From an optimization exercise on the open Yosys and OpenROAD flow, aimed at small area; shortcuts taken in it are not production practice.
Function was checked by simulation only, so behaviour that the tests miss may differ from the original.
Power is estimated from default activity; no workload was simulated.

Setup of old:
==> flow/design.v <==
package id_pkg;
  localparam logic [5:0] OP_RTYPE = 6'h00;
  localparam logic [5:0] OP_BEQ   = 6'h04;
  localparam logic [5:0] OP_ADDI  = 6'h08;
  localparam logic [5:0] OP_LW    = 6'h23;
  localparam logic [5:0] OP_SW    = 6'h2B;
endpackage
module rf_aoi3 (
  input  logic [2:0] s,
  input  logic [2:0] d,
  output logic       y
);
  assign y = !(|(s & d));
endmodule
module rf_aoi2 (
  input  logic [1:0] s,
  input  logic [1:0] d,
  output logic       y
);
  assign y = !(|(s & d));
endmodule
module rf_nand11 (
  input  logic [10:0] x,
  output logic        y
);
  assign y = !(&x);
endmodule
module rf_ao22 (
  input  logic a,
  input  logic b,
  input  logic c,
  input  logic d,
  output logic y
);
  assign y = (a & b) | (c & d);
endmodule
module rf_rdbit #(
  parameter int N = 33
) (
  input  logic [N-1:0] s,
  input  logic [N-1:0] d,
  output logic         y
);
  localparam int NG = N / 3;
  logic [10:0] t;
  genvar g;
  generate
    for (g = 0; g < NG; g++) begin : g_aoi
      rf_aoi3 u_aoi (.s(s[3*g +: 3]), .d(d[3*g +: 3]), .y(t[g]));
    end
    if (N - 3 * NG == 2) begin : g_tail
      rf_aoi2 u_aoi (.s(s[N-1 -: 2]), .d(d[N-1 -: 2]), .y(t[10]));
    end
  endgenerate
  rf_nand11 u_or (.x(t), .y(y));
endmodule
module id_stage_pipe (
  input  logic        clk,
  input  logic        rst,
  input  logic        in_valid,
  output logic        in_ready,
  input  logic [31:0] instn,
  input  logic        wb_we,
  input  logic [4:0]  wb_addr,
  input  logic [31:0] wb_data,
  input  logic        ex_load_pending,
  input  logic [4:0]  ex_load_rt,
  input  logic        flush,
  input  logic        ex_ready,
  output logic        out_valid,
  output logic [31:0] out_rs_data,
  output logic [31:0] out_rt_data,
  output logic [31:0] out_imm,
  output logic [4:0]  out_rs,
  output logic [4:0]  out_rt,
  output logic [4:0]  out_rd,
  output logic [4:0]  out_shamt,
  output logic [5:0]  out_funct,
  output logic [5:0]  out_opcode,
  output logic [7:0]  out_ctrl,
  output logic        peri_req,
  input  logic        peri_ack,
  output logic [15:0] peri_addr,
  output logic [15:0] peri_data
);
  logic [5:0]  opcode;
  logic [4:0]  rs, rt;
  logic uses_rt, haz, peri_store, slot_free, idle;
  logic normal_ready, consume, load_slot, launch;
  logic hold, killed, was_idle;
  logic [15:0] imm_q;
  assign opcode = instn[31:26];
  assign rs     = instn[25:21];
  assign rt     = instn[20:16];
  assign slot_free = !out_valid || ex_ready;
  logic [31:0] regs [1:31];
  logic [31:0] regs_d [1:31];
  logic [31:1] valid, wsel, nwsel, live;
  logic [31:1] sel_a, sel_bh, sel_bl;
  logic        byp_a, byp_bh, byp_bl, a_hit, b_hit;
  logic [31:0] rs_next, rt_next;
  genvar i, b;
  generate
    for (i = 1; i < 32; i++) begin : g_reg
      assign wsel[i]   = wb_we && (wb_addr == i);
      assign nwsel[i]  = !wsel[i];
      assign live[i]   = valid[i] && !wsel[i];
      assign sel_a[i]  = slot_free && live[i] && (rs == i);
      assign sel_bh[i] = slot_free && live[i] && (rt == i);
      assign sel_bl[i] = live[i] && (rt == i);
      for (b = 0; b < 32; b++) begin : g_bit
        rf_ao22 u_hold (.a(wsel[i]), .b(wb_data[b]), .c(nwsel[i]), .d(regs[i][b]),
                        .y(regs_d[i][b]));
      end
      always_ff @(posedge clk) begin
        regs[i] <= regs_d[i];
      end
      always_ff @(posedge clk or posedge rst) begin
        if (rst) valid[i] <= 1'b0;
        else     valid[i] <= valid[i] || wsel[i];
      end
    end
  endgenerate
  assign a_hit  = wb_we && (wb_addr == rs) && (rs != 5'd0);
  assign b_hit  = wb_we && (wb_addr == rt) && (rt != 5'd0);
  assign byp_a  = slot_free && a_hit;
  assign byp_bh = slot_free && b_hit;
  assign byp_bl = b_hit;
  generate
    for (b = 0; b < 32; b++) begin : g_rd
      logic [32:0] sa, da;
      for (i = 1; i < 32; i++) begin : g_t
        assign sa[i-1] = sel_a[i];
        assign da[i-1] = regs[i][b];
      end
      assign sa[32:31] = {!slot_free, byp_a};
      assign da[32:31] = {out_rs_data[b], wb_data[b]};
      rf_rdbit #(.N(33)) u_a (.s(sa), .d(da), .y(rs_next[b]));
      if (b >= 16) begin : g_bh
        logic [32:0] sb, db;
        for (i = 1; i < 32; i++) begin : g_t
          assign sb[i-1] = sel_bh[i];
          assign db[i-1] = regs[i][b];
        end
        assign sb[32:31] = {!slot_free, byp_bh};
        assign db[32:31] = {out_rt_data[b], wb_data[b]};
        rf_rdbit #(.N(33)) u_b (.s(sb), .d(db), .y(rt_next[b]));
      end else begin : g_bl
        logic [31:0] sb, db;
        for (i = 1; i < 32; i++) begin : g_t
          assign sb[i-1] = sel_bl[i];
          assign db[i-1] = regs[i][b];
        end
        assign sb[31] = byp_bl;
        assign db[31] = wb_data[b];
        rf_rdbit #(.N(32)) u_b (.s(sb), .d(db), .y(rt_next[b]));
      end
    end
  endgenerate
  assign uses_rt = (opcode == id_pkg::OP_RTYPE) || (opcode == id_pkg::OP_SW) ||
                   (opcode == id_pkg::OP_BEQ);
  assign haz = ex_load_pending && (ex_load_rt != 5'd0) &&
               ((ex_load_rt == rs) || ((ex_load_rt == rt) && uses_rt));
  assign peri_store = (opcode == id_pkg::OP_SW) && (instn[15:8] != 8'd0);
  assign idle         = !peri_req && !hold;
  assign normal_ready = slot_free && !haz && idle && !peri_store;
  assign consume      = slot_free && ((peri_req && peri_ack) || hold);
  assign in_ready     = !rst && (normal_ready || consume);
  assign load_slot    = (in_valid && normal_ready) || (consume && !killed);
  assign launch       = idle && in_valid && peri_store && !haz;
  always_ff @(posedge clk or posedge rst) begin
    if (rst) begin
      out_valid <= 1'b0;
      peri_req  <= 1'b0;
      hold      <= 1'b0;
      killed    <= 1'b0;
    end else begin
      out_valid <= !flush && (load_slot || !slot_free);
      if (idle) begin
        peri_req <= launch;
      end else if (peri_req) begin
        if (peri_ack) begin
          peri_req <= 1'b0;
          hold     <= !slot_free;
        end
      end else if (slot_free) begin
        hold <= 1'b0;
      end
      killed <= !idle && !consume && (killed || flush);
    end
  end
  logic [31:0] f_d, f_q, f_in;
  logic [15:0] rtlo_d, peri_d;
  assign f_in = {instn[15:0], rs, rt, opcode};
  assign f_q  = {imm_q, out_rs, out_rt, out_opcode};
  generate
    for (b = 0; b < 32; b++) begin : g_f
      rf_ao22 u_hold (.a(slot_free), .b(f_in[b]), .c(!slot_free),
                      .d(f_q[b]), .y(f_d[b]));
    end
    for (b = 0; b < 16; b++) begin : g_lo
      rf_ao22 u_rt (.a(slot_free), .b(rt_next[b]), .c(!slot_free), .d(out_rt_data[b]),
                    .y(rtlo_d[b]));
      rf_ao22 u_pd (.a(launch), .b(rt_next[b]), .c(!launch), .d(peri_data[b]),
                    .y(peri_d[b]));
    end
  endgenerate
  always_ff @(posedge clk) begin
    out_rs_data         <= rs_next;
    out_rt_data[31:16]  <= rt_next[31:16];
    out_rt_data[15:0]   <= rtlo_d;
    {imm_q, out_rs, out_rt, out_opcode} <= f_d;
    peri_data           <= peri_d;
    if (slot_free) was_idle <= idle;
  end
  assign out_imm   = {{16{imm_q[15]}}, imm_q};
  assign out_rd    = imm_q[15:11];
  assign out_shamt = imm_q[10:6];
  assign out_funct = imm_q[5:0];
  always_comb begin
    case (out_opcode)
      id_pkg::OP_RTYPE: out_ctrl = 8'b1_10_0_0_0_1_0;
      id_pkg::OP_ADDI:  out_ctrl = 8'b0_00_1_0_0_1_0;
      id_pkg::OP_LW:    out_ctrl = 8'b0_00_1_0_0_1_1;
      id_pkg::OP_SW:    out_ctrl = {5'b0_00_1_0, was_idle, 2'b0_0};
      id_pkg::OP_BEQ:   out_ctrl = 8'b0_01_0_1_0_0_0;
      default:          out_ctrl = 8'h00;
    endcase
  end
  assign peri_addr = instn[15:0];
endmodule
clock: 6.0 ns
lec_check: 0
cap_margin: 20
core_margin: 2
core_utilization: 60
slew_margin: 20
synth_hierarchical: 1
standard.sh (not shown) runs the stock make flow with config.mk's settings and CLKGATE_MAP_FILE= SYNTH_SCRIPT=/design/flow/synth_recipe.tcl, a recipe that flattens the netlist after the stock synthesis.
==> flow/flow/run.sh <==
#!/bin/bash
# Own layout flow: the standard ORFS flow (standard.sh, unchanged synthesis) with
#  - plain buf_1 cells as the port buffers instead of the default delay buffers, and
#  - a clock tree without dummy loads, with larger sink clusters (fewer leaf buffers).
# make's full output goes to flow_make.log here; each ORFS step's log is under orfs/logs/.
set -euo pipefail
export BUFFER_PORTS_ARGS="-buffer_cell sky130_fd_sc_hd__buf_1"
export CTS_ARGS="-sink_clustering_enable -repair_clock_nets -dont_use_dummy_load -sink_clustering_size 25 -sink_clustering_max_diameter 80"
bash standard.sh finish > flow_make.log 2>&1
## Diff of input files: new against old
--- a/flow/design.v
+++ b/flow/design.v
@@ -93,24 +93,23 @@
   assign rs     = instn[25:21];
   assign rt     = instn[20:16];
   assign slot_free = !out_valid || ex_ready;
   logic [31:0] regs [1:31];
   logic [31:0] regs_d [1:31];
   logic [31:1] valid, wsel, nwsel, live;
-  logic [31:1] sel_a, sel_bh, sel_bl;
-  logic        byp_a, byp_bh, byp_bl, a_hit, b_hit;
+  logic [31:1] sel_a, sel_b;
+  logic        byp_a, byp_b, a_hit, b_hit;
   logic [31:0] rs_next, rt_next;
   genvar i, b;
   generate
     for (i = 1; i < 32; i++) begin : g_reg
       assign wsel[i]   = wb_we && (wb_addr == i);
       assign nwsel[i]  = !wsel[i];
       assign live[i]   = valid[i] && !wsel[i];
       assign sel_a[i]  = slot_free && live[i] && (rs == i);
-      assign sel_bh[i] = slot_free && live[i] && (rt == i);
-      assign sel_bl[i] = live[i] && (rt == i);
+      assign sel_b[i]  = live[i] && (rt == i);
       for (b = 0; b < 32; b++) begin : g_bit
         rf_ao22 u_hold (.a(wsel[i]), .b(wb_data[b]), .c(nwsel[i]), .d(regs[i][b]),
                         .y(regs_d[i][b]));
       end
       always_ff @(posedge clk) begin
         regs[i] <= regs_d[i];
@@ -121,43 +120,29 @@
       end
     end
   endgenerate
   assign a_hit  = wb_we && (wb_addr == rs) && (rs != 5'd0);
   assign b_hit  = wb_we && (wb_addr == rt) && (rt != 5'd0);
   assign byp_a  = slot_free && a_hit;
-  assign byp_bh = slot_free && b_hit;
-  assign byp_bl = b_hit;
+  assign byp_b  = b_hit;
   generate
     for (b = 0; b < 32; b++) begin : g_rd
       logic [32:0] sa, da;
+      logic [31:0] sb, db;
       for (i = 1; i < 32; i++) begin : g_t
         assign sa[i-1] = sel_a[i];
         assign da[i-1] = regs[i][b];
+        assign sb[i-1] = sel_b[i];
+        assign db[i-1] = regs[i][b];
       end
       assign sa[32:31] = {!slot_free, byp_a};
       assign da[32:31] = {out_rs_data[b], wb_data[b]};
+      assign sb[31]    = byp_b;
+      assign db[31]    = wb_data[b];
       rf_rdbit #(.N(33)) u_a (.s(sa), .d(da), .y(rs_next[b]));
-      if (b >= 16) begin : g_bh
-        logic [32:0] sb, db;
-        for (i = 1; i < 32; i++) begin : g_t
-          assign sb[i-1] = sel_bh[i];
-          assign db[i-1] = regs[i][b];
-        end
-        assign sb[32:31] = {!slot_free, byp_bh};
-        assign db[32:31] = {out_rt_data[b], wb_data[b]};
-        rf_rdbit #(.N(33)) u_b (.s(sb), .d(db), .y(rt_next[b]));
-      end else begin : g_bl
-        logic [31:0] sb, db;
-        for (i = 1; i < 32; i++) begin : g_t
-          assign sb[i-1] = sel_bl[i];
-          assign db[i-1] = regs[i][b];
-        end
-        assign sb[31] = byp_bl;
-        assign db[31] = wb_data[b];
-        rf_rdbit #(.N(32)) u_b (.s(sb), .d(db), .y(rt_next[b]));
-      end
+      rf_rdbit #(.N(32)) u_b (.s(sb), .d(db), .y(rt_next[b]));
     end
   endgenerate
   assign uses_rt = (opcode == id_pkg::OP_RTYPE) || (opcode == id_pkg::OP_SW) ||
                    (opcode == id_pkg::OP_BEQ);
   assign haz = ex_load_pending && (ex_load_rt != 5'd0) &&
                ((ex_load_rt == rs) || ((ex_load_rt == rt) && uses_rt));
@@ -187,31 +172,33 @@
         hold <= 1'b0;
       end
       killed <= !idle && !consume && (killed || flush);
     end
   end
   logic [31:0] f_d, f_q, f_in;
-  logic [15:0] rtlo_d, peri_d;
+  logic [31:0] rt_d;
+  logic [15:0] peri_d;
   assign f_in = {instn[15:0], rs, rt, opcode};
   assign f_q  = {imm_q, out_rs, out_rt, out_opcode};
   generate
     for (b = 0; b < 32; b++) begin : g_f
       rf_ao22 u_hold (.a(slot_free), .b(f_in[b]), .c(!slot_free),
                       .d(f_q[b]), .y(f_d[b]));
     end
-    for (b = 0; b < 16; b++) begin : g_lo
+    for (b = 0; b < 32; b++) begin : g_rt
       rf_ao22 u_rt (.a(slot_free), .b(rt_next[b]), .c(!slot_free), .d(out_rt_data[b]),
-                    .y(rtlo_d[b]));
+                    .y(rt_d[b]));
+    end
+    for (b = 0; b < 16; b++) begin : g_pd
       rf_ao22 u_pd (.a(launch), .b(rt_next[b]), .c(!launch), .d(peri_data[b]),
                     .y(peri_d[b]));
     end
   endgenerate
   always_ff @(posedge clk) begin
     out_rs_data         <= rs_next;
-    out_rt_data[31:16]  <= rt_next[31:16];
-    out_rt_data[15:0]   <= rtlo_d;
+    out_rt_data         <= rt_d;
     {imm_q, out_rs, out_rt, out_opcode} <= f_d;
     peri_data           <= peri_d;
     if (slot_free) was_idle <= idle;
   end
   assign out_imm   = {{16{imm_q[15]}}, imm_q};
   assign out_rd    = imm_q[15:11];
Per the comparison of new with old, total chip power has decreased; largest net degree at the start of global routing has decreased.
Sort old and new by met1 demand-to-capacity share in global routing asc -> top: old
Number of placed instances, taps included (new vs. old) decreases slightly
Going from old to new, the combinational share of power was found to have gone down by 0.2 points.
Going from old to new, the placed wire-length estimate after detailed placement was found to have gone down by about 6.4%.
new — routed wire length 2.2% lower, old as reference
The power density relative to cell area of new is higher than that of old.

what the ideal ports hide:
No port has a modelled driver above. Below, the same layouts with a new extraction and two added sets of constraints. Step 1, drivers: a clkbuf_16 drives clk and a buf_2 each remaining input, both assumed. Step 2 moves the port delays by t, midway between the first and last clock arrival at a register: inputs arrive t later, outputs are due t later. That takes back most of the time a late clock gives input paths. Slacks: no drivers / after step 1 / after step 2; pairs: no drivers / after step 1.
run | shift t [ns] | slack for setup (ns) | clock arrival spread, ns
old | 0.724 | 1.441 / 1.406 / 0.894 | 0.060 / 0.059
new | 0.721 | 1.540 / 1.587 / 0.866 | 0.028 / 0.028
After both steps setup and hold are still met in every run listed. For new, which loses most, drivers alone change the setup slack by +0.047 ns; drivers and shift together by -0.674 ns.
